This design comes from an exercise in tuning for small area on the open sky130 flow, not from production work. The RTL was checked by simulation tests, not by an equivalence proof against the original design. Power is estimated from default activity; no workload was simulated. No driver is modelled on the clock port, so clocking that relies on it looks cheaper here than on a real chip.

run A:
==> flow/design.v <==
`timescale 1ns/1ps
module forth_serial (
	input  logic clk,
	input  logic reset,
	input  logic rx,
	output logic tx,
	output logic led_r,
	output logic led_g,
	output logic led_b
);
	logic [4:0] ph;
	logic       clr;
	always_ff @(posedge clk or negedge reset) begin
		if (!reset) begin
			ph  <= '0;
			clr <= 1'b1;
		end else begin
			ph <= ph + 1'b1;
			if (ph == 5'd31) clr <= 1'b0;
		end
	end
	logic [8:0] R;
	logic       samp;
	logic       rx_done;
	logic [7:0] word;
	assign samp    = (ph[3:0] == 4'd15) && (R[0] || !rx);
	assign rx_done = samp && R[0] && !R[1];
	assign word    = R[8:1];
	always_ff @(posedge clk or negedge reset) begin
		if (!reset) R[0] <= 1'b0;
		else if (samp) R[0] <= R[0] ? R[1] : 1'b1;
	end
	always_ff @(posedge clk) begin
		if (samp) R[8:1] <= {rx, R[0] ? R[8:2] : 7'h7f};
	end
	logic is_digit, is_blank, is_add, is_sub, is_and, is_or, is_eq, is_dup, is_over;
	logic is_drop, is_neg, is_not, is_zeq, is_emit, is_led, is_err;
	always_comb begin
		is_digit = (word >= "0") && (word <= "9");
		is_blank = (word == " ") || ((word >= 8'd10) && (word <= 8'd13));
		is_add  = word == "+";
		is_sub  = word == "-";
		is_and  = word == "&";
		is_or   = word == "|";
		is_eq   = word == "=";
		is_dup  = word == "d";
		is_over = word == "o";
		is_drop = word == "x";
		is_neg  = word == "n";
		is_not  = word == "~";
		is_zeq  = word == "z";
		is_emit = word == ".";
		is_led  = word == "l";
		is_err  = !(is_digit || is_blank || is_add || is_sub || is_and || is_or || is_eq ||
			is_dup || is_over || is_drop || is_neg || is_not || is_zeq || is_emit || is_led);
	end
	logic op_push, op_pop;
	assign op_push = is_digit || is_dup || is_over;
	assign op_pop  = is_add || is_sub || is_and || is_or || is_eq || is_drop || is_emit || is_led;
	localparam logic [1:0] S_IDLE = 2'd0, S_PEND = 2'd1, S_ARM = 2'd2, S_EXEC = 2'd3;
	logic [1:0] st;
	logic arm, exec, o;
	logic o_nx, up;
	assign arm  = (st == S_ARM);
	assign exec = (st == S_EXEC);
	always_ff @(posedge clk or negedge reset) begin
		if (!reset) begin
			st <= S_IDLE;
			o  <= 1'b0;
		end else begin
			if (ph == 5'd31) begin
				o <= o_nx;
				case (st)
					S_IDLE:  if (rx_done) st <= S_ARM;
					S_PEND:  st <= S_ARM;
					S_ARM:   st <= S_EXEC;
					default: st <= S_IDLE;
				endcase
			end else if (rx_done) begin
				st <= S_PEND;
			end
		end
	end
	assign o_nx = (exec && (op_push || op_pop)) ? o : !o;
	assign up   = exec ? (op_push || (!op_pop && o)) : o;
	logic [31:0] ring [16];
	logic [15:0] q;
	logic [15:0] d;
	logic        wbit;
	logic        up_s, dn_s;
	assign up_s = up && !clr;
	assign dn_s = !up && !clr;
	always_comb begin
		for (int j = 0; j < 16; j++) q[j] = ring[j][0];
		for (int j = 1; j < 15; j++) begin
			if (j % 2 == 1) d[j] = !((up_s && q[j-1]) || (dn_s && q[j+1]));
			else            d[j] = !((up_s && q[j-1]) || (dn_s && q[j+1]) || clr);
		end
		d[0]  = clr ? 1'b0 : (!o_nx ? wbit : !(up ? q[15] : q[1]));
		d[15] = clr ? 1'b1 : !(o_nx ? wbit : (up ? q[14] : q[0]));
	end
	always_ff @(posedge clk) begin
		for (int j = 0; j < 16; j++) ring[j] <= {d[j], ring[j][31:1]};
	end
	logic t, s;
	assign t = o ? !q[15] : q[0];
	assign s = o ? q[0]  : !q[1];
	logic c;
	logic ua, ub, cin, ceff, sum, x;
	always_comb begin
		ua  = exec && (is_add || is_sub);
		ub  = exec && (is_sub || is_neg || is_not);
		cin = exec && (is_sub || is_neg);
		ceff = (ph == 5'd0) ? cin : c;
		sum = (ua & s) ^ (t ^ ub) ^ ceff;
		x   = is_zeq ? t : (s ^ t);
	end
	always_ff @(posedge clk) begin
		if (arm)                        c <= ((ph != 5'd0) && c) || x;
		else if (!(is_eq || is_zeq))    c <= ((ua & s) & (t ^ ub)) | (((ua & s) ^ (t ^ ub)) & ceff);
	end
	always_comb begin
		wbit = t;
		if (exec) begin
			if (is_digit)                       wbit = (ph[4:2] == 3'd0) ? word[ph[1:0]] : 1'b0;
			else if (is_add || is_sub || is_neg || is_not) wbit = sum;
			else if (is_and)                    wbit = s & t;
			else if (is_or)                     wbit = s | t;
			else if (is_eq)                     wbit = !c;
			else if (is_zeq)                    wbit = !c;
			else if (is_over || is_drop || is_emit || is_led) wbit = s;
		end
	end
	logic [8:0] sh;
	logic bnd, start, cap, capbit;
	assign bnd    = (ph[3:0] == 4'd0);
	assign start  = arm && (is_emit || is_err) && (ph == 5'd16);
	assign cap    = arm && (((is_emit || is_err) && ph < 5'd8) || (is_led && ph < 5'd16));
	assign capbit = is_err ? (ph < 5'd6) : (t || ph[3]);
	always_ff @(posedge clk or negedge reset) begin
		if (!reset) begin
			sh <= '1;
		end else begin
			if (bnd) sh[0] <= start ? 1'b0 : sh[1];
			if (cap || (bnd && !start)) sh[8:1] <= {cap ? capbit : 1'b1, sh[8:2]};
		end
	end
	assign tx = sh[0];
	logic [2:0] led;
	always_ff @(posedge clk or negedge reset) begin
		if (!reset) led <= '1;
		else if (arm && is_led && ph == 5'd8) led <= ~sh[3:1];
	end
	assign led_g = led[0];
	assign led_b = led[1];
	assign led_r = led[2];
endmodule
Settings: LEC_CHECK=0, ABC_AREA=1, CAP_MARGIN=20, CORE_MARGIN=2, CORE_UTILIZATION=70, CTS_BUF_LIST=sky130_fd_sc_hd__clkbuf_8, CTS_CLUSTER_DIAMETER=50, CTS_CLUSTER_SIZE=20, SLEW_MARGIN=20; clock period 15.0 ns.
standard.sh (not shown) runs the stock make flow with config.mk's settings and CLKGATE_MAP_FILE= SYNTH_SCRIPT=/design/flow/synth_recipe.tcl, a recipe that flattens the netlist after the stock synthesis.
==> flow/flow/run.sh <==
#!/bin/bash
# Standard layout (standard.sh), with synthesis mapping combinational
# logic through an area-oriented ABC script (flow/area.scr)
set -euo pipefail
export MY_ABC_SCRIPT=$PWD/flow/area.scr
bash standard.sh SYNTH_SCRIPT=$PWD/flow/synth.tcl "CTS_ARGS=-sink_clustering_enable -repair_clock_nets -sink_clustering_size 34 -sink_clustering_max_diameter 60 -buf_list sky130_fd_sc_hd__clkbuf_16 -dont_use_dummy_load" finish > standard.log 2>&1
==> flow/flow/area.scr <==
strash
balance
rewrite
refactor
balance
rewrite
rewrite -z
balance
refactor -z
rewrite -z
balance
dch -f
amap
==> flow/flow/synth.tcl <==
# The standard synthesis script (synth_recipe.tcl), with only the ABC
# script for combinational mapping swapped for flow/area.scr
proc synth {args} { yosys synth -nofsm -noshare {*}$args }
proc abc {args} {
  set i [lsearch -exact $args -script]
  if { $i >= 0 } { lset args [expr {$i + 1}] $::env(MY_ABC_SCRIPT) }
  yosys abc {*}$args
}
source $::env(SCRIPTS_DIR)/synth.tcl
# left out here: clear keep_hierarchy, flatten, clean up, hide names made inside functions, write 1_2_yosys.v
Run A | status: complete | timing, DRC, antenna: pass
Modified inputs, run B compared to run A
- a change of CORE_UTILIZATION from 70 to 75
==> flow/flow/run.sh <==
#!/bin/bash
# Standard layout (standard.sh), with synthesis mapping combinational
# logic through an area-oriented ABC script (flow/area.scr)
set -euo pipefail
export MY_ABC_SCRIPT=$PWD/flow/area.scr
bash standard.sh SYNTH_SCRIPT=$PWD/flow/synth.tcl "CTS_ARGS=-sink_clustering_enable -repair_clock_nets -sink_clustering_size 22 -sink_clustering_max_diameter 50 -buf_list sky130_fd_sc_hd__clkbuf_8 -root_buf sky130_fd_sc_hd__clkbuf_4 -tree_buf sky130_fd_sc_hd__clkbuf_4 -dont_use_dummy_load" "BUFFER_PORTS_ARGS=-buffer_cell sky130_fd_sc_hd__buf_1" finish > standard.log 2>&1
## What came out
Worst hold slack: run B > run A. [compare] base=run A new=run B: fraction of cell area in non-clock buffers went down; worst setup slack picked up an extra 200 ps; relative contribution of combinational cells to total power has remained practically unchanged. Changes observed in run B relative to run A: met3 wire length lost about 30%; arrival time reported for the critical path endpoint lost 210 ps.
What run C does differently from run B at the input level:
- a change of CORE_UTILIZATION from 75 to 85
==> flow/flow/run.sh <==
#!/bin/bash
# Standard layout (standard.sh), with synthesis mapping combinational
# logic through an area-oriented ABC script (flow/area.scr)
set -euo pipefail
export MY_ABC_SCRIPT=$PWD/flow/area.scr
bash standard.sh SYNTH_SCRIPT=$PWD/flow/synth.tcl "CTS_ARGS=-sink_clustering_enable -repair_clock_nets -sink_clustering_size 20 -sink_clustering_max_diameter 50 -buf_list sky130_fd_sc_hd__clkbuf_8 -dont_use_dummy_load" finish > standard.log 2>&1
==> results.txt <==
- Taking run B as the reference, in run C fraction of the mapped netlist area in compound gates now sits at about the same level; width of the die now sits lower; count of distinct cell types in the synthesized netlist now sits at about the same level.
- What ended run C was a tool error in detailed placement; the run never finished.
- As far as fraction of the yosys area taken by sequential cells goes, run C and run B are indistinguishable; the numbers are identical.
Modified inputs, run D compared to run C
- a change of CORE_UTILIZATION from 85 to 75
==> flow/flow/run.sh <==
#!/bin/bash
# Standard layout (standard.sh), with synthesis mapping combinational
# logic through an area-oriented ABC script (flow/area.scr)
set -euo pipefail
export MY_ABC_SCRIPT=$PWD/flow/area.scr
bash standard.sh SYNTH_SCRIPT=$PWD/flow/synth.tcl "CTS_ARGS=-sink_clustering_enable -repair_clock_nets -sink_clustering_size 22 -sink_clustering_max_diameter 70 -buf_list sky130_fd_sc_hd__clkbuf_8 -root_buf sky130_fd_sc_hd__clkbuf_4 -tree_buf sky130_fd_sc_hd__clkbuf_4 -dont_use_dummy_load" "BUFFER_PORTS_ARGS=-buffer_cell sky130_fd_sc_hd__buf_1" finish > standard.log 2>&1
## What came out
Every stage of the flow completed for run D, and the final layout passed the timing, design-rule and antenna checks.
Any difference in number of register bits inferred by synthesis between run C and run D is small enough to ignore.
Run C -> run D: count of cell types in the netlist delta 0, exact match
Re synthesized cell count: no difference whatsoever between run C and run D.
Between run D and run C, the adder-cell share of the synthesized area figures differ only marginally.
Of run C and run D, the run reporting the higher die height was run D.
In run D relative to run C, row count had gone up by a few percent.
[compare] base=run C new=run D: initial core utilization went down 11 points, horizontal die dimension went up 7.7 um.
Post-synthesis instance area: run C vs run D identical

-- separate check: timing with driven ports --
How much do the figures lean on ideal ports? The routed layouts below were timed once more, with nothing changed but the port constraints.
Step 1 (the two cells are an assumption about what drives the block):
set clk [get_ports {clk}]
set_driving_cell -lib_cell sky130_fd_sc_hd__clkbuf_16 $clk
set_driving_cell -lib_cell sky130_fd_sc_hd__buf_2 [delete_from_list [all_inputs] $clk]
Step 2 also shifts input and output timing later by t, the mid clock arrival at the registers, as if the neighbouring blocks saw the same clock.
Slacks: ideal ports / drivers / drivers and shift; pairs: ideal ports / drivers.
run | t (ns) | slack for setup (ns) | worst setup path after step 2 | cell pins on the clock port's net
run A | 0.544 | 10.425 / 10.384 / 10.574 | input to register | 1
run B | 0.736 | 10.626 / 10.587 / 10.838 | input to register | 1
run D | 0.742 | 10.578 / 10.539 / 10.891 | input to register | 1
After both steps setup and hold are still met in every run listed.
